This is an optimization exercise on Yosys and OpenROAD, whose aim is small area and a short achievable clock period, not a production implementation.
At most, simulation tests tie the RTL to the original design; equivalence was not proved.

==> flow/design.v <==
module finv_pipe #(
   parameter int LATENCY = 2
) (
   input  logic        clk,
   input  logic        rst,
   input  logic        valid_in,
   input  logic [31:0] x,
   output logic        valid_out,
   output logic [31:0] y,
   output logic        ovf
);
   if (LATENCY != 2) begin : g_latency_check
      $error("finv_pipe: only LATENCY=2 is implemented");
   end
   localparam int ND = 12;    
   localparam int W  = 25;    
   localparam int KA = 3;     
   localparam int LB = 11;    
   function automatic logic [3:0] qsel_f(input logic [6:0] s, input logic [6:0] c,
                                         input logic [2:0] d3);
      logic signed [6:0] n, m2, m1, m0, mm1;
      logic ge2, ge1, ge0, gem1;
      n = $signed(s + c);
      m1 = d3[2] ? 7'sd6 : 7'sd4;
      m0 = d3[2] ? -7'sd8 : -7'sd5;
      case (d3)
         3'd0: begin m2 = 7'sd12; mm1 = -7'sd13; end
         3'd1: begin m2 = 7'sd14; mm1 = -7'sd15; end
         3'd2: begin m2 = 7'sd15; mm1 = -7'sd16; end
         3'd3: begin m2 = 7'sd16; mm1 = -7'sd18; end
         3'd4: begin m2 = 7'sd18; mm1 = -7'sd20; end
         3'd5: begin m2 = 7'sd20; mm1 = -7'sd20; end
         3'd6: begin m2 = 7'sd22; mm1 = -7'sd22; end
         default: begin m2 = 7'sd24; mm1 = -7'sd24; end
      endcase
      ge2  = (n >= m2);
      ge1  = (n >= m1);
      ge0  = (n >= m0);
      gem1 = (n >= mm1);
      qsel_f = {ge1, ~ge0, ge2 | ~gem1, (ge1 & ~ge2) | (gem1 & ~ge0)};
   endfunction
   logic        s_a;
   logic [7:0]  e_a;
   logic [22:0] f_a;
   logic [22:0] mf_a;      
   logic        nan_a, inf_a, zro_a;
   logic [7:0]  eb_a;      
   logic [W-1:0] dm_a;
   assign s_a = x[31];
   assign e_a = x[30:23];
   assign f_a = x[22:0];
   always_comb begin
      nan_a = (e_a == 8'hFF) && (f_a != 23'h0);
      zro_a = ((e_a == 8'hFF) && (f_a == 23'h0)) || (e_a == 8'hFE);
      inf_a = (e_a == 8'h00) && (f_a[22:21] == 2'b00);
      if (e_a != 8'h00) begin
         mf_a = f_a;
         eb_a = 8'd253 - e_a;
      end else if (f_a[22]) begin
         mf_a = {f_a[21:0], 1'b0};
         eb_a = 8'd253;
      end else begin
         mf_a = {f_a[20:0], 2'b00};
         eb_a = 8'd254;
      end
   end
   logic [KA+1:0][W-1:0] as, ac;
   logic [KA+1:2][2:0]   qa;
   assign dm_a  = {2'b01, mf_a};
   assign as[1] = ~(mf_a[22] ? dm_a : (dm_a << 1));
   assign ac[1] = W'(1) + (W'(1) << 24);
   for (genvar j = 2; j <= KA + 1; j++) begin : g_arow
      logic [3:0]   q;
      logic [W-1:0] s4, c4, op;
      assign q  = qsel_f(as[j-1][W-1:W-7], ac[j-1][W-1:W-7], mf_a[22:20]);
      assign qa[j] = q[2:0];
      assign s4 = as[j-1] << 2;
      assign c4 = ac[j-1] << 2;
      assign op = ((q[1] ? (dm_a << 1) : '0) | (q[0] ? dm_a : '0)) ^ {W{q[3]}};
      assign as[j] = s4 ^ c4 ^ op;
      assign ac[j] = {(s4[W-2:0] & c4[W-2:0]) | (s4[W-2:0] & op[W-2:0]) | (c4[W-2:0] & op[W-2:0]), q[3]};
   end
   logic         v1, s1, nan1, zro1, inf1;
   logic [7:0]   eb1;
   logic [22:0]  mf1;
   logic [KA+1:2][2:0] qa1;
   always_ff @(posedge clk) begin
      if (rst) v1 <= 1'b0;
      else     v1 <= valid_in;
      s1   <= s_a;
      nan1 <= nan_a;
      zro1 <= zro_a;
      inf1 <= inf_a;
      eb1  <= eb_a;
      mf1  <= mf_a;
      qa1  <= qa;
   end
   logic         s2, nan2, zro2, inf2;
   logic [7:0]   eb2;
   logic [22:0]  mf2;
   logic [W-1:0] ws2;
   logic [W-1:0] wc2;
   logic [LB:2]  qn2, qt2, qo2;
   logic [W-1:0] dm2;
   assign dm2 = {2'b01, mf2};
   logic [W-1:0] dm;
   logic [ND:0][W-1:0] ws, wc;
   logic [ND:0]  qn, q2, q1;    
   assign dm    = {2'b01, mf1};
   assign ws[1] = ~(mf1[22] ? dm : (dm << 1));
   assign wc[1] = W'(1) + (W'(1) << 24);
   for (genvar j = 2; j <= ND; j++) begin : g_row
      logic [3:0]   q;
      logic [W-1:0] s_in, c_in, m, s4, c4, op;
      logic [2:0]   d3;
      if (j == LB + 1) begin : g_c2
         assign s_in = ws2;
         assign c_in = wc2;
      end else begin : g_c1
         assign s_in = ws[j-1];
         assign c_in = wc[j-1];
      end
      assign m  = (j <= LB) ? dm : dm2;
      assign d3 = (j <= LB) ? mf1[22:20] : mf2[22:20];
      if (j <= KA + 1) begin : g_qa
         assign q = {~qa1[j][2] & (qa1[j][1] | qa1[j][0]), qa1[j]};
      end else begin : g_qs
         assign q = qsel_f(s_in[W-1:W-7], c_in[W-1:W-7], d3);
      end
      assign qn[j] = q[2];
      assign q2[j] = q[1];
      assign q1[j] = q[0];
      assign s4 = s_in << 2;
      assign c4 = c_in << 2;
      assign op = ((q[1] ? (m << 1) : '0) | (q[0] ? m : '0)) ^ {W{q[3]}};
      assign ws[j] = s4 ^ c4 ^ op;
      assign wc[j] = {(s4[W-2:0] & c4[W-2:0]) | (s4[W-2:0] & op[W-2:0]) | (c4[W-2:0] & op[W-2:0]), q[3]};
   end
   always_ff @(posedge clk) begin
      if (rst) valid_out <= 1'b0;
      else     valid_out <= v1;
      s2   <= s1;
      nan2 <= nan1;
      zro2 <= zro1;
      inf2 <= inf1;
      eb2  <= eb1;
      mf2  <= mf1;
      ws2  <= ws[LB];
      wc2  <= {wc[LB][W-1:3], 2'b00, wc[LB][0]};
      qn2  <= qn[LB:2];
      qt2  <= q2[LB:2];
      qo2  <= q1[LB:2];
   end
   logic [W+1:0] mx, tp, tm;
   logic         up, dn;
   assign mx = {4'b0001, mf2};
   logic [W-1:0] fs, fc;
   if (LB == ND) begin : g_fr
      assign fs = ws2;
      assign fc = wc2;
   end else begin : g_fw
      assign fs = ws[ND];
      assign fc = wc[ND];
   end
   assign tp = {fs, 2'b00} + {fc, 2'b00} - mx;
   assign tm = {fs, 2'b00} + {fc, 2'b00} + mx;
   assign up = ~tp[W+1];
   assign dn = tm[W+1];
   logic [23:0] pv, nv, sq;
   always_comb begin
      pv = '0;
      nv = '0;
      pv[23:22] = {~mf2[22], mf2[22]};
      for (int j = 2; j <= ND; j++) begin
         if (j <= LB) begin
            pv[2*(ND-j) +: 2] = {qt2[j] & ~qn2[j], qo2[j] & ~qn2[j]};
            nv[2*(ND-j) +: 2] = {qt2[j] & qn2[j], qo2[j] & qn2[j]};
         end else begin
            pv[2*(ND-j) +: 2] = {q2[j] & ~qn[j], q1[j] & ~qn[j]};
            nv[2*(ND-j) +: 2] = {q2[j] & qn[j], q1[j] & qn[j]};
         end
      end
   end
   logic [23:0] sq0, sq1;
   assign sq0 = pv + ~nv;
   assign sq1 = pv + ~nv + 24'd1;
   function automatic logic [32:0] pack(input logic [23:0] sq, input logic b0,
                                        input logic s, input logic nan, input logic inf,
                                        input logic zro, input logic [7:0] eb,
                                        input logic [22:0] mf);
      logic cy, of, uf;
      cy = sq[23];
      of = (eb == 8'd254) && cy;
      uf = (eb == 8'd0) && !cy;
      if (nan)
         pack = {1'b0, s, 8'hFF, 1'b1, mf[21:0]};
      else if (inf || (!zro && of))
         pack = {1'b1, s, 8'hFF, 23'h0};
      else if (!zro && !uf)
         pack = {1'b0, s, cy ? eb + 8'd1 : eb, sq[21:0], b0};
      else
         pack = 33'h0;
   endfunction
   logic [32:0] r0, r1;
   assign r0 = pack(sq0, 1'b1, s2, nan2, inf2, zro2, eb2, mf2);
   assign r1 = pack(sq1, up, s2, nan2, inf2, zro2, eb2, mf2);
   assign {ovf, y} = dn ? r0 : r1;
endmodule
clock: 125.0 ns
lec_check: 0
cap_margin: 20
core_margin: 2
core_utilization: 40
slew_margin: 20
run.sh (not shown) runs the stock make flow with config.mk's settings and CLKGATE_MAP_FILE= SYNTH_SCRIPT=/design/flow/synth_recipe.tcl, a recipe that flattens the netlist after the stock synthesis.
Rerun with:
--- a/flow/design.v
+++ b/flow/design.v
@@ -13,9 +13,9 @@
       $error("finv_pipe: only LATENCY=2 is implemented");
    end
    localparam int ND = 12;    
    localparam int W  = 25;    
-   localparam int KA = 3;     
+   localparam int KA = 2;     
    localparam int LB = 11;    
    function automatic logic [3:0] qsel_f(input logic [6:0] s, input logic [6:0] c,
                                          input logic [2:0] d3);
       logic signed [6:0] n, m2, m1, m0, mm1;
Count of clock-buffer cells in the layout drops by 4.
Core utilization came out lower by 0.19 points.
Design area came out lower slightly.
Die area fell slightly.
Fmax goes down by a few percent.
Global-route usage rose by 0.24 points.
Wire length fell slightly.
Via count shrinks by a few percent.
Area after synthesis drops slightly.
Setup slack degrades by 1.6 ns.
Function not checked in the second run of this note: the RTL went through the layout flow alone.

==> separate check: timing with driven ports <==
The results above use ideal ports. As a check the final layouts listed here were re-extracted and re-timed, cells and wires unchanged. Step 1, drivers: a clkbuf_16 drives clk and a buf_2 each remaining input, both assumed. Step 2 adds t to the input delays and takes it off the output delays; t is the mean of the earliest and latest rising clock arrival at the registers after step 1. Input paths then give back, and output paths get back, about the clock's delay inside the block. Three values: ideal ports, drivers, drivers and shift; two values: the first two.
run | t, ns | slack for setup (ns) | worst setup path at the end
the first run | 0.500 | 88.971 / 88.918 / 89.380 | input to register
the second run | 0.483 | 87.406 / 87.406 / 87.406 | register to register
After both steps setup and hold are still met in every run listed.
